Context: an optimization exercise on an open-source flow, tuned for small area and a short achievable clock period. The choices shown serve that exercise and are no tape-out recipe.
Only simulation tests tie the RTL to the original design; equivalence was not proved.
Power figures rest on the tool's default switching activity, not on a simulated workload.

Setup of run A:
==> flow/design.v (excerpt) <==
module fault_mem_cfg #(
  parameter int DATA_WIDTH = 8,
  parameter int ADDR_WIDTH = 4,
  parameter int CAPACITY   = 16,
  parameter int NUM_FAULTS = 4,
  parameter int IDX_WIDTH  = 2,
  parameter int BIT_WIDTH  = 3
) (
  input  logic                  clk,
  input  logic                  rst,
  input  logic                  write_read,
  input  logic [ADDR_WIDTH-1:0] address,
  input  logic [DATA_WIDTH-1:0] wdata,
  output logic [DATA_WIDTH-1:0] rdata,
  input  logic                  cfg_we,
  input  logic [IDX_WIDTH-1:0]  cfg_idx,
  input  logic [2:0]            cfg_type,
  input  logic [ADDR_WIDTH-1:0] cfg_vaddr,
  input  logic [BIT_WIDTH-1:0]  cfg_vbit,
  input  logic [ADDR_WIDTH-1:0] cfg_aaddr,
  input  logic [BIT_WIDTH-1:0]  cfg_abit,
  output logic                  fault_hit
);
  localparam int NF = 4;
  localparam int NW = 16;
  localparam int DW = 8;
  logic [NF-1:0][2:0] type_q;
  logic [NF-1:0][3:0] vaddr_q;
  logic [NF-1:0][2:0] vbit_q;
  logic [NF-1:0][3:0] aaddr_q;
  logic [NF-1:0][2:0] abit_q;
  logic       ld_q;
  logic [1:0] ldi_q;
  logic [3:0] ld_vaddr_q, ld_aaddr_q;
  logic [2:0] ld_vbit_q, ld_abit_q;
  logic [NF-1:0] flip_q, flip_d;
  logic       pc_q, pc_d;
  logic [3:0] pcw_q;
  logic [2:0] pcb_q;
  logic [NF-1:0] cvv_q, cup_q, cdn_q, cag_q;
  logic [NF-1:0] cvv_d, cup_d, cdn_d, cag_d;
  logic [NW-1:0][DW-1:0] mem_q;
  logic [NW-1:0][DW-1:0] mem_d;
  logic [NW-1:0][DW-1:0] golden_q;
  logic [NW-1:0][DW-1:0] golden_d;
  logic [DW-1:0] wdata1_q;
  logic [DW-1:0] rdata1_q;
  logic [DW-1:0] rdata1_d;
  logic [DW-1:0] rdata_q;
  logic          fhw_q;           
  logic          fhw_d;
  logic [DW-1:0] fhr_q;           
  logic [DW-1:0] fhr_d;
  assign rdata     = rdata_q;
  assign fault_hit = fhw_q | (|fhr_q);
  logic [NF-1:0][NW-1:0] vw1h;    
  logic [NF-1:0][DW-1:0] vb1h;    
  logic [NF-1:0][DW-1:0] ab1h;    
  logic [NF-1:0][3:0]    nu, nd;  
  ...
==> flow/config.mk <==
export PLATFORM = sky130hd
export DESIGN_NAME = fault_mem_cfg
export DESIGN_NICKNAME = fault_mem_cfg
export VERILOG_FILES = /design/flow/design.v
export SDC_FILE = /design/flow/constraint.sdc
export NUM_CORES = 4
export LEC_CHECK = 0
export CAP_MARGIN = 20
export CELL_PAD_IN_SITES_DETAIL_PLACEMENT = 2
export CELL_PAD_IN_SITES_GLOBAL_PLACEMENT = 4
export CORE_MARGIN = 2
export CORE_UTILIZATION = 25
export PLACE_DENSITY = 0.35
export SLEW_MARGIN = 20
export TNS_END_PERCENT = 0
==> flow/constraint.sdc <==
create_clock -name core_clock -period 24.0 [get_ports {clk}]
set_input_delay 4.8000 -clock core_clock [delete_from_list [all_inputs] [get_ports {clk}]]
set_output_delay 4.8000 -clock core_clock [all_outputs]
set_load 0.01 [all_outputs]
standard.sh (not shown) runs the stock make flow with config.mk's settings and CLKGATE_MAP_FILE= SYNTH_SCRIPT=/design/flow/synth_recipe.tcl, a recipe that flattens the netlist after the stock synthesis.
==> flow/flow/run.sh <==
#!/bin/bash
# Layout flow: the standard ORFS flow with two changes.
#  1. Technology mapping uses an area-oriented ABC script (flow/area.abc) in
#     place of ORFS's delay-oriented one. Everything else in synthesis is the
#     standard script, so the registers are the standard synthesis's.
#  2. repair_timing aims for a setup slack of SETUP_MARGIN ns, so paths far
#     shorter than the clock period are still tightened.
set -euo pipefail
SETUP_MARGIN=${SETUP_MARGIN:-17}
here=$(pwd)
rm -rf "$here/orfs_scripts"
cp -r "$FLOW_HOME/scripts" "$here/orfs_scripts"
cp "$here/flow/area.abc" "$here/orfs_scripts/abc_speed.script"
bash standard.sh SCRIPTS_DIR="$here/orfs_scripts" SETUP_SLACK_MARGIN=$SETUP_MARGIN finish > standard_flow.log 2>&1
==> flow/flow/area.abc <==
strash
&get -n
&dch -f
&nf -R 1000 -p
&put
Relative to run A, the following input files were edited for run B:
- removing TNS_END_PERCENT (formerly 0)
- setting CTS_CLUSTER_DIAMETER to 150 for the first time
- setting CTS_BUF_LIST to sky130_fd_sc_hd__clkbuf_16 for the first time
- setting CTS_CLUSTER_SIZE to 20 for the first time
### Flow results
In the flow results for run B and run A, the share of cell area taken by multi-input logic gates is smaller on run A. The lower utilization after layout of run B and run A is in run B. For run A, the worst setup path endpoint was fhr_q[1], unlike run B, where it was rdata1_q[7]. As far as final net count is concerned, run B and run A perform about the same. [compare] base=run A new=run B: final standard cell area without fillers went down; share of the clock period used by the worst path went down; insertion delay of the later-clocked pin in the worst-skew pair now smaller; register fraction of the total cell area moved up. Changes observed in run B relative to run A: non-clock buffer instance count of the final layout higher; post-route worst setup slack rose by 270 ps; shortest period the worst path allows fell by 270 ps. The highest metal layer with signal wires comes out met5 in one run and met4 in the other, namely in run B and run A respectively.
Modified inputs, run C compared to run B
- swapping sky130_fd_sc_hd__clkbuf_16 for sky130_fd_sc_hd__clkbuf_8 in CTS_BUF_LIST
- swapping 20 for 24 in CTS_CLUSTER_SIZE
- clearing CTS_CLUSTER_DIAMETER, which used to be 150
==> notes.md <==
NOTE: final worst-path setup slack in run C falls short of that of run B
Between run C and run B, worst ir drop on vdd is lower for run C, run B comes in above that.
As far as number of register bits inferred by synthesis goes, run C and run B are indistinguishable; the numbers are identical.
Every run in the comparison, run C and run B, completed the flow with a clean layout.
The faster design of the two is run B; run C tops out lower.
Time the worst path needs with I/O delays and setup delta (run C − run B): unfavourable
Taking run B as the reference, in run C total sequential power closely matched the old numbers; global routing met1 resource utilization went down by 0.38 points; final core utilization moved up.

static timing again, ports no longer ideal:
The results above use ideal ports. As a check the final layouts listed here were re-extracted and re-timed, cells and wires unchanged. Step 1 (the two cells are an assumption about what drives the block):
set clk [get_ports {clk}]
set_driving_cell -lib_cell sky130_fd_sc_hd__clkbuf_16 $clk
set_driving_cell -lib_cell sky130_fd_sc_hd__buf_2 [delete_from_list [all_inputs] $clk]
Step 2 adds t to the input delays and takes it off the output delays; t is the mean of the earliest and latest rising clock arrival at the registers after step 1. Input paths then give back, and output paths get back, about the clock's delay inside the block. a / b / c = ideal ports / drivers / drivers and shift; a / b = the first two.
| run | t, ns | setup slack, ns | worst setup path at the end | worst register clock-pin slew, ns |
|---|---|---|---|---|
| run A | 0.735 | 16.846 / 16.890 / 16.155 | input to register | 0.07 / 0.07 |
| run B | 0.718 | 17.113 / 17.007 / 16.289 | input to register | 0.12 / 0.12 |
| run C | 0.819 | 17.044 / 17.055 / 16.265 | input to register | 0.06 / 0.06 |
After both steps every run listed still meets setup and hold. The setup slack of run B, which loses most, moves by -0.106 ns with the drivers and by -0.824 ns with both steps.
